What follows belongs to an exercise in optimizing a design on an open flow for small area and a short achievable clock period; a production flow would make more cautious choices. Function was checked by simulation only, so behaviour that the tests miss may differ from the original. Power is estimated from default activity; no workload was simulated.

==> inputs of job 8844 <==
==> flow/design.v <==
package datapathPkg;
   typedef logic [8-1:0] dataT;
   typedef logic [8-1:0] addrT;
   typedef logic [16-1:0]   instrT;
   typedef enum logic [1:0] {
      regClear = 2'd0,
      regLoad  = 2'd1,
      regDec   = 2'd2,
      regInc   = 2'd3
   } regFunT;
   typedef logic [3:0] regSelT;
   function automatic logic [8-1:0] stepVal(input logic [8-1:0] q,
                                                  input logic [8-1:0] d,
                                                  input logic en,
                                                  input logic [1:0] fun);
      logic               ld;
      logic               keep;
      logic [8-1:0] t;
      ld   = en & (fun == 2'd1);
      keep = ~(en & ~fun[1]);
      t[0] = en & fun[1];
      for (int i = 1; i < 8; i++) begin
         t[i] = t[i-1] & (q[i-1] ^ ~fun[0]);
      end
      stepVal = ({8{ld}} & d) | ({8{keep}} & (q ^ t));
   endfunction
endpackage
package aluPkg;
   typedef enum logic [3:0] {
      opPassA  = 4'd0,
      opPassB  = 4'd1,
      opNotA   = 4'd2,
      opNotB   = 4'd3,
      opAdd    = 4'd4,
      opSub    = 4'd5,
      opCmpSel = 4'd6,
      opAnd    = 4'd7,
      opOr     = 4'd8,
      opNand   = 4'd9,
      opXor    = 4'd10,
      opLsl    = 4'd11,
      opLsr    = 4'd12,
      opAsl    = 4'd13,
      opAsr    = 4'd14,
      opRor    = 4'd15
   } aluOpT;
   typedef logic [4-1:0] flagsT;
   localparam int flagO = 0;
   localparam int flagN = 1;
   localparam int flagC = 2;
   localparam int flagZ = 3;
endpackage
`timescale 1ns/10ps
module regFile (
   input  logic   clk,
   input  logic   arstN,
   input  datapathPkg::dataT   load,
   input  logic [2:0] outASel,
   input  logic [2:0] outBSel,
   input  datapathPkg::regFunT funSel,
   input  datapathPkg::regSelT rSel,
   input  datapathPkg::regSelT tSel,
   output datapathPkg::dataT   aOut,
   output datapathPkg::dataT   bOut,
   output logic [7:0][8-1:0] regsOut    
);
   datapathPkg::dataT       regs [8];    
   datapathPkg::dataT       nxt  [8];
   logic [7:0] en;
   always_comb begin
      for (int i = 0; i < 4; i++) begin
         en[i]     = tSel[3-i];
         en[i + 4] = rSel[3-i];
      end
   end
   always_comb begin
      for (int i = 0; i < 8; i++) begin
         nxt[i] = datapathPkg::stepVal(regs[i], load, en[i], funSel);
      end
   end
   always_ff @(posedge clk or negedge arstN) begin
      if (!arstN) begin
         for (int i = 0; i < 8; i++) begin
            regs[i] <= '0;
         end
      end else begin
         for (int i = 0; i < 8; i++) begin
            regs[i] <= nxt[i];
         end
      end
   end
   always_comb begin
      for (int i = 0; i < 8; i++) begin
         regsOut[i] = regs[i];
      end
   end
   assign aOut = regs[outASel];
   assign bOut = regs[outBSel];
endmodule
`timescale 1ns/10ps
module addrRegFile (
   input  logic       clk,
   input  logic       arstN,
   input  datapathPkg::dataT       load,
   input  logic [1:0] outCSel,
   input  logic [1:0] outDSel,
   input  datapathPkg::regFunT     funSel,
   input  datapathPkg::regSelT     regSel,
   output datapathPkg::dataT       outC,
   output datapathPkg::addrT       outD,
   output logic [3:0][8-1:0] regsOut    
);
   datapathPkg::dataT regs [4];    
   always_comb begin
      for (int i = 0; i < 4; i++) begin
         regsOut[i] = regs[i];
      end
   end
   datapathPkg::dataT nxt  [4];
   always_comb begin
      for (int i = 0; i < 4; i++) begin
         nxt[i] = datapathPkg::stepVal(regs[i], load, regSel[3-i], funSel);    
      end
   end
   always_ff @(posedge clk or negedge arstN) begin
      if (!arstN) begin
         for (int i = 0; i < 4; i++) begin
            regs[i] <= '0;
         end
      end else begin
         for (int i = 0; i < 4; i++) begin
            regs[i] <= nxt[i];
         end
      end
   end
   assign outC = regs[outCSel];
   assign outD = datapathPkg::addrT'(regs[outDSel]);
endmodule
`timescale 1ns/10ps
module instrReg (
   input  logic   clk,
   input  logic   arstN,
   input  datapathPkg::dataT   data,
   input  logic   enable,
   input  logic   lh,
   input  datapathPkg::regFunT funSel,
   output datapathPkg::instrT  irOut
);
   logic                ldLo, ldHi, clr;
   logic [16-1:0]    t;
   datapathPkg::instrT  nxt;
   always_comb begin
      ldLo = enable & (funSel == datapathPkg::regLoad) & ~lh;
      ldHi = enable & (funSel == datapathPkg::regLoad) &  lh;
      clr  = enable & (funSel == datapathPkg::regClear);
      t[0] = enable & funSel[1];
      for (int i = 1; i < 16; i++) begin
         t[i] = t[i-1] & (irOut[i-1] ^ ~funSel[0]);
      end
      nxt[8-1:0]     = ({8{ldLo}} & data) |
                             ({8{~(clr | ldLo)}} & (irOut[8-1:0] ^ t[8-1:0]));
      nxt[16-1:8] = ({8{ldHi}} & data) |
                             ({8{~(clr | ldHi)}} & (irOut[16-1:8] ^ t[16-1:8]));
   end
   always_ff @(posedge clk or negedge arstN) begin
      if (!arstN) begin
         irOut <= '0;
      end else begin
         irOut <= nxt;
      end
   end
endmodule
`timescale 1ns/10ps
module dataMemory (
   input  logic clk,
   input  logic [15:0] lo,
   input  logic [15:0] hiR,
   input  logic [15:0] hiW,
   input  datapathPkg::dataT data,
   output datapathPkg::dataT dataOut
);
   logic [256-1:0][8-1:0] mem;
   for (genvar w = 0; w < 256; w++) begin : g_word
      always_ff @(posedge clk) begin
         if (hiW[w / 16] && lo[w % 16]) begin
            mem[w] <= data;
         end
      end
   end
   logic [8-1:0] grp [16];
   always_comb begin
      for (int g = 0; g < 16; g++) begin
         grp[g] = '0;
         for (int j = 0; j < 16; j++) begin
            grp[g] = grp[g] | (mem[g * 16 + j] & {8{lo[j]}});
         end
      end
      dataOut = '0;
      for (int g = 0; g < 16; g++) begin
         dataOut = dataOut | (grp[g] & {8{hiR[g]}});
      end
   end
endmodule
`timescale 1ns/10ps
module alu (
   input  datapathPkg::dataT  a,
   input  datapathPkg::dataT  b,
   input  aluPkg::aluOpT op,
   output aluPkg::flagsT flags,
   output datapathPkg::dataT  result,
   input  datapathPkg::dataT  memOut,
   input  datapathPkg::dataT  irLow,
   input  datapathPkg::dataT  arfC,
   input  logic [1:0]         muxASel,
   input  logic [1:0]         muxBSel,
   output datapathPkg::dataT  muxAOut,
   output datapathPkg::dataT  muxBOut
);
   localparam int msb = 8 - 1;
   logic [8:0]  sum;
   logic [8:0]  diff;
   logic              subO;
   logic              gt;
   logic [15:0]       sel;
   datapathPkg::dataT res [16];
   logic [15:0]       zv, nv, cv, ov;
   logic [8-1:0] sumZ;
   assign sum  = {1'b0, a} + {1'b0, b};
   assign diff = {1'b0, a} + {1'b0, ~b} + (8+1)'(1);
   assign subO = (a[msb] ^ b[msb]) & (a[msb] ^ diff[msb]);
   assign gt = (a[msb] != b[msb]) ? b[msb] : (a[msb-1:0] > b[msb-1:0]);
   always_comb begin
      sumZ[0] = a[0] ^ b[0];
      for (int i = 1; i < 8; i++) begin
         sumZ[i] = (a[i] ^ b[i]) ^ (a[i-1] | b[i-1]);
      end
   end
   always_comb begin
      for (int k = 0; k < 16; k++) begin
         sel[k] = (op == 4'(k));
      end
      res[aluPkg::opPassA]  = a;
      res[aluPkg::opPassB]  = b;
      res[aluPkg::opNotA]   = ~a;
      res[aluPkg::opNotB]   = ~b;
      res[aluPkg::opAdd]    = sum[msb:0];
      res[aluPkg::opSub]    = diff[msb:0];
      res[aluPkg::opCmpSel] = gt ? a : '0;
      res[aluPkg::opAnd]    = a & b;
      res[aluPkg::opOr]     = a | b;
      res[aluPkg::opNand]   = ~(a & b);
      res[aluPkg::opXor]    = a ^ b;
      res[aluPkg::opLsl]    = {a[msb-1:0], 1'b0};
      res[aluPkg::opLsr]    = {1'b0, a[msb:1]};
      res[aluPkg::opAsl]    = {a[msb-1:0], 1'b0};
      res[aluPkg::opAsr]    = {a[msb], a[msb:1]};
      res[aluPkg::opRor]    = {a[0], a[msb:1]};
      zv[aluPkg::opPassA]  = (a == '0);
      zv[aluPkg::opPassB]  = (b == '0);
      zv[aluPkg::opNotA]   = (a == '1);
      zv[aluPkg::opNotB]   = (b == '1);
      zv[aluPkg::opAdd]    = (sumZ == '0);
      zv[aluPkg::opSub]    = (a == b);
      zv[aluPkg::opCmpSel] = (a == b);
      zv[aluPkg::opAnd]    = ((a & b) == '0);
      zv[aluPkg::opOr]     = ((a | b) == '0);
      zv[aluPkg::opNand]   = ((a & b) == '1);
      zv[aluPkg::opXor]    = (a == b);
      zv[aluPkg::opLsl]    = (a[msb-1:0] == '0);
      zv[aluPkg::opLsr]    = (a[msb:1] == '0);
      zv[aluPkg::opAsl]    = (a[msb-1:0] == '0);
      zv[aluPkg::opAsr]    = (a[msb:1] == '0);
      zv[aluPkg::opRor]    = (a == '0);
      for (int k = 0; k < 16; k++) begin
         nv[k] = res[k][msb];
      end
      nv[aluPkg::opCmpSel] = diff[msb];
      nv[aluPkg::opAsr]    = 1'b0;
      cv = '0;
      cv[aluPkg::opAdd]    = sum[8];
      cv[aluPkg::opSub]    = diff[8];
      cv[aluPkg::opCmpSel] = diff[8];
      cv[aluPkg::opLsl]    = a[msb];
      cv[aluPkg::opLsr]    = a[0];
      cv[aluPkg::opRor]    = a[0];
      ov = '0;
      ov[aluPkg::opAdd]    = (a[msb] & b[msb]) ^ sum[msb];
      ov[aluPkg::opSub]    = subO;
      ov[aluPkg::opCmpSel] = subO;
      ov[aluPkg::opAsl]    = a[msb] ^ a[msb-1];
      result = '0;
      for (int k = 0; k < 16; k++) begin
         result = result | (res[k] & {8{sel[k]}});
      end
      muxAOut = '0;
      muxBOut = '0;
      for (int k = 0; k < 16; k++) begin
         muxAOut = muxAOut | (res[k] & {8{sel[k] && muxASel == 2'd0}});
         muxBOut = muxBOut | (res[k] & {8{sel[k] && muxBSel == 2'd0}});
      end
      muxAOut = muxAOut | (memOut & {8{muxASel == 2'd1}})
                        | (irLow  & {8{muxASel == 2'd2}})
                        | (arfC   & {8{muxASel == 2'd3}});
      muxBOut = muxBOut | (memOut & {8{muxBSel == 2'd1}})
                        | (irLow  & {8{muxBSel == 2'd2}})
                        | (arfC   & {8{muxBSel == 2'd3}});
      flags = '0;
      flags[aluPkg::flagZ] = |(zv & sel);
      flags[aluPkg::flagN] = |(nv & sel);
      flags[aluPkg::flagC] = |(cv & sel);
      flags[aluPkg::flagO] = |(ov & sel);
   end
endmodule
`timescale 1ns/10ps
module aluSystem (
   input  logic       clk,
   input  logic       arstN,
   input  logic [1:0] ARF_OutCSel,
   input  logic [1:0] ARF_OutDSel,
   input  datapathPkg::regFunT     IR_Funsel,
   input  datapathPkg::regFunT     ARF_FunSel,
   input  datapathPkg::regFunT     RF_FunSel,
   input  aluPkg::aluOpT      ALU_FunSel,
   input  datapathPkg::regSelT     RF_RSel,
   input  datapathPkg::regSelT     RF_TSel,
   input  datapathPkg::regSelT     ARF_RegSel,
   input  logic       Mem_WR,
   input  logic       Mem_CS,
   input  logic       IR_Enable,
   input  logic       IR_LH,
   input  logic       MuxCSel,
   input  logic [1:0] MuxASel,
   input  logic [1:0] MuxBSel,
   input  logic [2:0] RF_OutASel,
   input  logic [2:0] RF_OutBSel,
   output datapathPkg::dataT       AOut,
   output datapathPkg::dataT       BOut,
   output datapathPkg::dataT       ALUOut,
   output datapathPkg::dataT       ARF_AOut,
   output datapathPkg::dataT       Address,
   output datapathPkg::dataT       MemoryOut,
   output datapathPkg::dataT       MuxAOut,
   output datapathPkg::dataT       MuxBOut,
   output datapathPkg::dataT       MuxCOut,
   output aluPkg::flagsT      ALUOutFlag,
   output datapathPkg::instrT      IROut
);
   assign MuxCOut = MuxCSel ? ARF_AOut : AOut;
   logic [7:0][8-1:0] rfRegs;
   datapathPkg::dataT       aluA;
   always_comb begin
      aluA = '0;
      for (int r = 0; r < 8; r++) begin
         aluA = aluA | (rfRegs[r] & {8{!MuxCSel && (RF_OutASel == 3'(r))}});
      end
      for (int r = 0; r < 4; r++) begin
         aluA = aluA | (arfRegs[r] & {8{MuxCSel && (ARF_OutCSel == 2'(r))}});
      end
   end
   regFile uRegFile (
      .clk(clk), .arstN(arstN), .load(MuxAOut),
      .outASel(RF_OutASel), .outBSel(RF_OutBSel), .funSel(RF_FunSel),
      .rSel(RF_RSel), .tSel(RF_TSel), .aOut(AOut), .bOut(BOut), .regsOut(rfRegs)
   );
   addrRegFile uAddrRegFile (
      .clk(clk), .arstN(arstN), .load(MuxBOut),
      .outCSel(ARF_OutCSel), .outDSel(ARF_OutDSel), .funSel(ARF_FunSel),
      .regSel(ARF_RegSel), .outC(ARF_AOut), .outD(Address), .regsOut(arfRegs)
   );
   logic [3:0][8-1:0] arfRegs;
   logic [15:0] memLo, memHiR, memHiW;
   logic        memRe, memWe;
   assign memRe = !Mem_CS && !Mem_WR;
   assign memWe = !Mem_CS &&  Mem_WR;
   logic [3:0][15:0] loPre, hiPre;
   always_comb begin
      for (int r = 0; r < 4; r++) begin
         for (int k = 0; k < 16; k++) begin
            loPre[r][k] = (arfRegs[r][3:0] == 4'(k));
            hiPre[r][k] = (arfRegs[r][7:4] == 4'(k));
         end
      end
      memLo  = loPre[ARF_OutDSel];
      memHiR = hiPre[ARF_OutDSel] & {16{memRe}};
      memHiW = hiPre[ARF_OutDSel] & {16{memWe}};
   end
   instrReg uInstrReg (
      .clk(clk), .arstN(arstN), .data(MemoryOut), .enable(IR_Enable),
      .lh(IR_LH), .funSel(IR_Funsel), .irOut(IROut)
   );
   dataMemory uDataMemory (
      .clk(clk), .lo(memLo), .hiR(memHiR), .hiW(memHiW), .data(ALUOut),
      .dataOut(MemoryOut)
   );
   alu uAlu (
      .a(aluA), .b(BOut), .op(ALU_FunSel), .flags(ALUOutFlag), .result(ALUOut),
      .memOut(MemoryOut), .irLow(IROut[8-1:0]), .arfC(ARF_AOut),
      .muxASel(MuxASel), .muxBSel(MuxBSel), .muxAOut(MuxAOut), .muxBOut(MuxBOut)
   );
endmodule
==> flow/run.sh <==
#!/bin/bash
# synth_recipe.tcl (not shown) runs the flow's synth.tcl, then flattens the netlist and writes it again
# the make line also repeats each setting of config.mk as NAME=value (left out here)
make -C /OpenROAD-flow-scripts/flow DESIGN_CONFIG=/design/flow/config.mk WORK_HOME=/design/flow/orfs CLKGATE_MAP_FILE= SYNTH_SCRIPT=/design/flow/synth_recipe.tcl finish
==> flow/config.mk <==
export PLATFORM = sky130hd
export DESIGN_NAME = aluSystem
export DESIGN_NICKNAME = aluSystem
export VERILOG_FILES = /design/flow/design.v
export SDC_FILE = /design/flow/constraint.sdc
export NUM_CORES = 4
export LEC_CHECK = 0
export CAP_MARGIN = 20
export CORE_MARGIN = 2
export CORE_UTILIZATION = 50
export CTS_BUF_LIST = sky130_fd_sc_hd__clkbuf_16
export CTS_CLUSTER_DIAMETER = 80
export CTS_CLUSTER_SIZE = 20
export PLACE_DENSITY = 0.65
export SETUP_SLACK_MARGIN = 2.5
export SLEW_MARGIN = 20
export TNS_END_PERCENT = 0
==> flow/constraint.sdc <==
create_clock -name core_clock -period 9.0 [get_ports {clk}]
set_input_delay 1.8000 -clock core_clock [delete_from_list [all_inputs] [get_ports {clk}]]
set_output_delay 1.8000 -clock core_clock [all_outputs]
set_load 0.01 [all_outputs]
==> job 7004 (differences from job 8844) <==
--- a/flow/config.mk
+++ b/flow/config.mk
@@ -7,11 +7,11 @@
 export LEC_CHECK = 0
 export CAP_MARGIN = 20
 export CORE_MARGIN = 2
-export CORE_UTILIZATION = 50
+export CORE_UTILIZATION = 55
 export CTS_BUF_LIST = sky130_fd_sc_hd__clkbuf_16
 export CTS_CLUSTER_DIAMETER = 80
 export CTS_CLUSTER_SIZE = 20
-export PLACE_DENSITY = 0.65
+export PLACE_DENSITY = 0.68
 export SETUP_SLACK_MARGIN = 2.5
 export SLEW_MARGIN = 20
 export TNS_END_PERCENT = 0
==> job 8957 (differences from job 8844) <==
--- a/flow/design.v
+++ b/flow/design.v
@@ -177,7 +177,8 @@
    input  logic [15:0] hiR,
    input  logic [15:0] hiW,
    input  datapathPkg::dataT data,
-   output datapathPkg::dataT dataOut
+   output datapathPkg::dataT dataOut,
+   output logic [15:0][8-1:0] grpOut    
 );
    logic [256-1:0][8-1:0] mem;
    for (genvar w = 0; w < 256; w++) begin : g_word
@@ -195,6 +196,9 @@
             grp[g] = grp[g] | (mem[g * 16 + j] & {8{lo[j]}});
          end
       end
+      for (int g = 0; g < 16; g++) begin
+         grpOut[g] = grp[g];
+      end
       dataOut = '0;
       for (int g = 0; g < 16; g++) begin
          dataOut = dataOut | (grp[g] & {8{hiR[g]}});
@@ -208,7 +212,9 @@
    input  aluPkg::aluOpT op,
    output aluPkg::flagsT flags,
    output datapathPkg::dataT  result,
-   input  datapathPkg::dataT  memOut,
+   input  logic [15:0][8-1:0] memGrp,
+   input  logic [15:0]        memHiA,
+   input  logic [15:0]        memHiB,
    input  datapathPkg::dataT  irLow,
    input  datapathPkg::dataT  arfC,
    input  logic [1:0]         muxASel,
@@ -298,11 +304,13 @@
          muxAOut = muxAOut | (res[k] & {8{sel[k] && muxASel == 2'd0}});
          muxBOut = muxBOut | (res[k] & {8{sel[k] && muxBSel == 2'd0}});
       end
-      muxAOut = muxAOut | (memOut & {8{muxASel == 2'd1}})
-                        | (irLow  & {8{muxASel == 2'd2}})
+      for (int g = 0; g < 16; g++) begin
+         muxAOut = muxAOut | (memGrp[g] & {8{memHiA[g]}});
+         muxBOut = muxBOut | (memGrp[g] & {8{memHiB[g]}});
+      end
+      muxAOut = muxAOut | (irLow  & {8{muxASel == 2'd2}})
                         | (arfC   & {8{muxASel == 2'd3}});
-      muxBOut = muxBOut | (memOut & {8{muxBSel == 2'd1}})
-                        | (irLow  & {8{muxBSel == 2'd2}})
+      muxBOut = muxBOut | (irLow  & {8{muxBSel == 2'd2}})
                         | (arfC   & {8{muxBSel == 2'd3}});
       flags = '0;
       flags[aluPkg::flagZ] = |(zv & sel);
@@ -388,13 +396,17 @@
       .clk(clk), .arstN(arstN), .data(MemoryOut), .enable(IR_Enable),
       .lh(IR_LH), .funSel(IR_Funsel), .irOut(IROut)
    );
+   logic [15:0][8-1:0] memGrp;
+   logic [15:0]              memHiA, memHiB;
    dataMemory uDataMemory (
       .clk(clk), .lo(memLo), .hiR(memHiR), .hiW(memHiW), .data(ALUOut),
-      .dataOut(MemoryOut)
+      .dataOut(MemoryOut), .grpOut(memGrp)
    );
+   assign memHiA = memHiR & {16{MuxASel == 2'd1}};
+   assign memHiB = memHiR & {16{MuxBSel == 2'd1}};
    alu uAlu (
       .a(aluA), .b(BOut), .op(ALU_FunSel), .flags(ALUOutFlag), .result(ALUOut),
-      .memOut(MemoryOut), .irLow(IROut[8-1:0]), .arfC(ARF_AOut),
+      .memGrp(memGrp), .memHiA(memHiA), .memHiB(memHiB), .irLow(IROut[8-1:0]), .arfC(ARF_AOut),
       .muxASel(MuxASel), .muxBSel(MuxBSel), .muxAOut(MuxAOut), .muxBOut(MuxBOut)
    );
 endmodule
--- a/flow/config.mk
+++ b/flow/config.mk
@@ -8,9 +8,6 @@
 export CAP_MARGIN = 20
 export CORE_MARGIN = 2
 export CORE_UTILIZATION = 50
-export CTS_BUF_LIST = sky130_fd_sc_hd__clkbuf_16
-export CTS_CLUSTER_DIAMETER = 80
-export CTS_CLUSTER_SIZE = 20
 export PLACE_DENSITY = 0.65
 export SETUP_SLACK_MARGIN = 2.5
 export SLEW_MARGIN = 20
==> job 6723 (differences from job 8844) <==
--- a/flow/design.v
+++ b/flow/design.v
@@ -177,7 +177,8 @@
    input  logic [15:0] hiR,
    input  logic [15:0] hiW,
    input  datapathPkg::dataT data,
-   output datapathPkg::dataT dataOut
+   output datapathPkg::dataT dataOut,
+   output logic [15:0][8-1:0] grpOut    
 );
    logic [256-1:0][8-1:0] mem;
    for (genvar w = 0; w < 256; w++) begin : g_word
@@ -195,6 +196,9 @@
             grp[g] = grp[g] | (mem[g * 16 + j] & {8{lo[j]}});
          end
       end
+      for (int g = 0; g < 16; g++) begin
+         grpOut[g] = grp[g];
+      end
       dataOut = '0;
       for (int g = 0; g < 16; g++) begin
          dataOut = dataOut | (grp[g] & {8{hiR[g]}});
@@ -208,7 +212,9 @@
    input  aluPkg::aluOpT op,
    output aluPkg::flagsT flags,
    output datapathPkg::dataT  result,
-   input  datapathPkg::dataT  memOut,
+   input  logic [15:0][8-1:0] memGrp,
+   input  logic [15:0]        memHiA,
+   input  logic [15:0]        memHiB,
    input  datapathPkg::dataT  irLow,
    input  datapathPkg::dataT  arfC,
    input  logic [1:0]         muxASel,
@@ -298,11 +304,13 @@
          muxAOut = muxAOut | (res[k] & {8{sel[k] && muxASel == 2'd0}});
          muxBOut = muxBOut | (res[k] & {8{sel[k] && muxBSel == 2'd0}});
       end
-      muxAOut = muxAOut | (memOut & {8{muxASel == 2'd1}})
-                        | (irLow  & {8{muxASel == 2'd2}})
+      for (int g = 0; g < 16; g++) begin
+         muxAOut = muxAOut | (memGrp[g] & {8{memHiA[g]}});
+         muxBOut = muxBOut | (memGrp[g] & {8{memHiB[g]}});
+      end
+      muxAOut = muxAOut | (irLow  & {8{muxASel == 2'd2}})
                         | (arfC   & {8{muxASel == 2'd3}});
-      muxBOut = muxBOut | (memOut & {8{muxBSel == 2'd1}})
-                        | (irLow  & {8{muxBSel == 2'd2}})
+      muxBOut = muxBOut | (irLow  & {8{muxBSel == 2'd2}})
                         | (arfC   & {8{muxBSel == 2'd3}});
       flags = '0;
       flags[aluPkg::flagZ] = |(zv & sel);
@@ -388,13 +396,17 @@
       .clk(clk), .arstN(arstN), .data(MemoryOut), .enable(IR_Enable),
       .lh(IR_LH), .funSel(IR_Funsel), .irOut(IROut)
    );
+   logic [15:0][8-1:0] memGrp;
+   logic [15:0]              memHiA, memHiB;
    dataMemory uDataMemory (
       .clk(clk), .lo(memLo), .hiR(memHiR), .hiW(memHiW), .data(ALUOut),
-      .dataOut(MemoryOut)
+      .dataOut(MemoryOut), .grpOut(memGrp)
    );
+   assign memHiA = memHiR & {16{MuxASel == 2'd1}};
+   assign memHiB = memHiR & {16{MuxBSel == 2'd1}};
    alu uAlu (
       .a(aluA), .b(BOut), .op(ALU_FunSel), .flags(ALUOutFlag), .result(ALUOut),
-      .memOut(MemoryOut), .irLow(IROut[8-1:0]), .arfC(ARF_AOut),
+      .memGrp(memGrp), .memHiA(memHiA), .memHiB(memHiB), .irLow(IROut[8-1:0]), .arfC(ARF_AOut),
       .muxASel(MuxASel), .muxBSel(MuxBSel), .muxAOut(MuxAOut), .muxBOut(MuxBOut)
    );
 endmodule
==> impl_metrics.py <==
metrics = {
    "cts": {
        "clkLatencyLatePin_ps": 830,
    },
    "global_route": {
        "grt_pass1_vias": 55300,
    },
    "status": {
        "outcome": "complete, no violations",
    },
    "cells_and_area": {
        "instances_no_fill": 8520,
    },
    "worst_hold_path": {
        "hold_depth": 2,
    },
    "power": {
        "p_total_mw": 25.8,
    },
}
[end of results for job 8844]
==> impl_metrics.py <==
metrics = {
    "cts": {
        "clkLatencyLatePin_ps": 840,
    },
    "status": {
        "outcome": "complete, no violations",
    },
    "cells_and_area": {
        "instances_no_fill": 8335,
    },
    "power": {
        "p_total_mw": 25.3,
    },
}
[end of results for job 6723]
==> impl_metrics.py <==
metrics = {
    "status": {
        "outcome": "complete, no violations",
    },
    "cells_and_area": {
        "instances_no_fill": 8545,
        "seq_cell_count": 2160,
    },
    "power": {
        "p_total_mw": 27.9,
    },
    "worst_hold_path": {
        "hold_depth": 3,
    },
    "cts": {
        "clkLatencyLatePin_ps": 870,
    },
    "setup_path": {
        "crit_chain": "buf_8, and2_4, buf_4, o41ai_1, and2_4, buf_12, buf_4, buf_4, a222oi_1, a31oi_2, nor4_2, buf_4, a31oi_1, a2111o_1, and2_4, dlygate4sd2_1",
    },
}
[end of results for job 8957]
==> impl_metrics.py <==
metrics = {
    "cts": {
        "clkLatencyLatePin_ps": 820,
    },
    "status": {
        "outcome": "complete, no violations",
    },
    "cells_and_area": {
        "instances_no_fill": 8302,
    },
    "worst_hold_path": {
        "hold_depth": 2,
    },
    "power": {
        "p_leak_nw": 32.7,
    },
    "route": {
        "wl_met1_mm": 108,
    },
    "floorplanning": {
        "die-area_um2": 163000,
    },
    "global_route": {
        "grt_pass1_vias": 54900,
    },
}
[end of results for job 7004]

-- what the ideal ports hide --
How much do the figures lean on ideal ports? The routed layouts below were timed once more, with nothing changed but the port constraints. Step 1: set_driving_cell puts a clkbuf_16 on clk and a buf_2 on each other input, an assumption about the parent block. Step 2 adds t to the input delays and takes it off the output delays; t is the mean of the earliest and latest rising clock arrival at the registers after step 1. Input paths then give back, and output paths get back, about the clock's delay inside the block. Three values: ideal ports, drivers, drivers and shift; two values: the first two.
| run | t, ns | slack for setup (ns) | worst setup path after step 2 | cell pins on the clock port's net |
|---|---|---|---|---|
| job 8844 | 0.895 | 1.558 / 1.480 / 1.480 | input to output | 1 |
| job 7004 | 0.867 | 1.676 / 1.490 / 1.490 | input to output | 1 |
| job 8957 | 0.922 | 1.264 / 1.206 / 1.191 | input to register | 1 |
| job 6723 | 0.899 | 1.326 / 1.256 / 1.256 | input to output | 1 |
After both steps every run listed still meets setup and hold. The setup slack of job 7004, which loses most, moves by -0.186 ns with the drivers and by -0.186 ns with both steps.
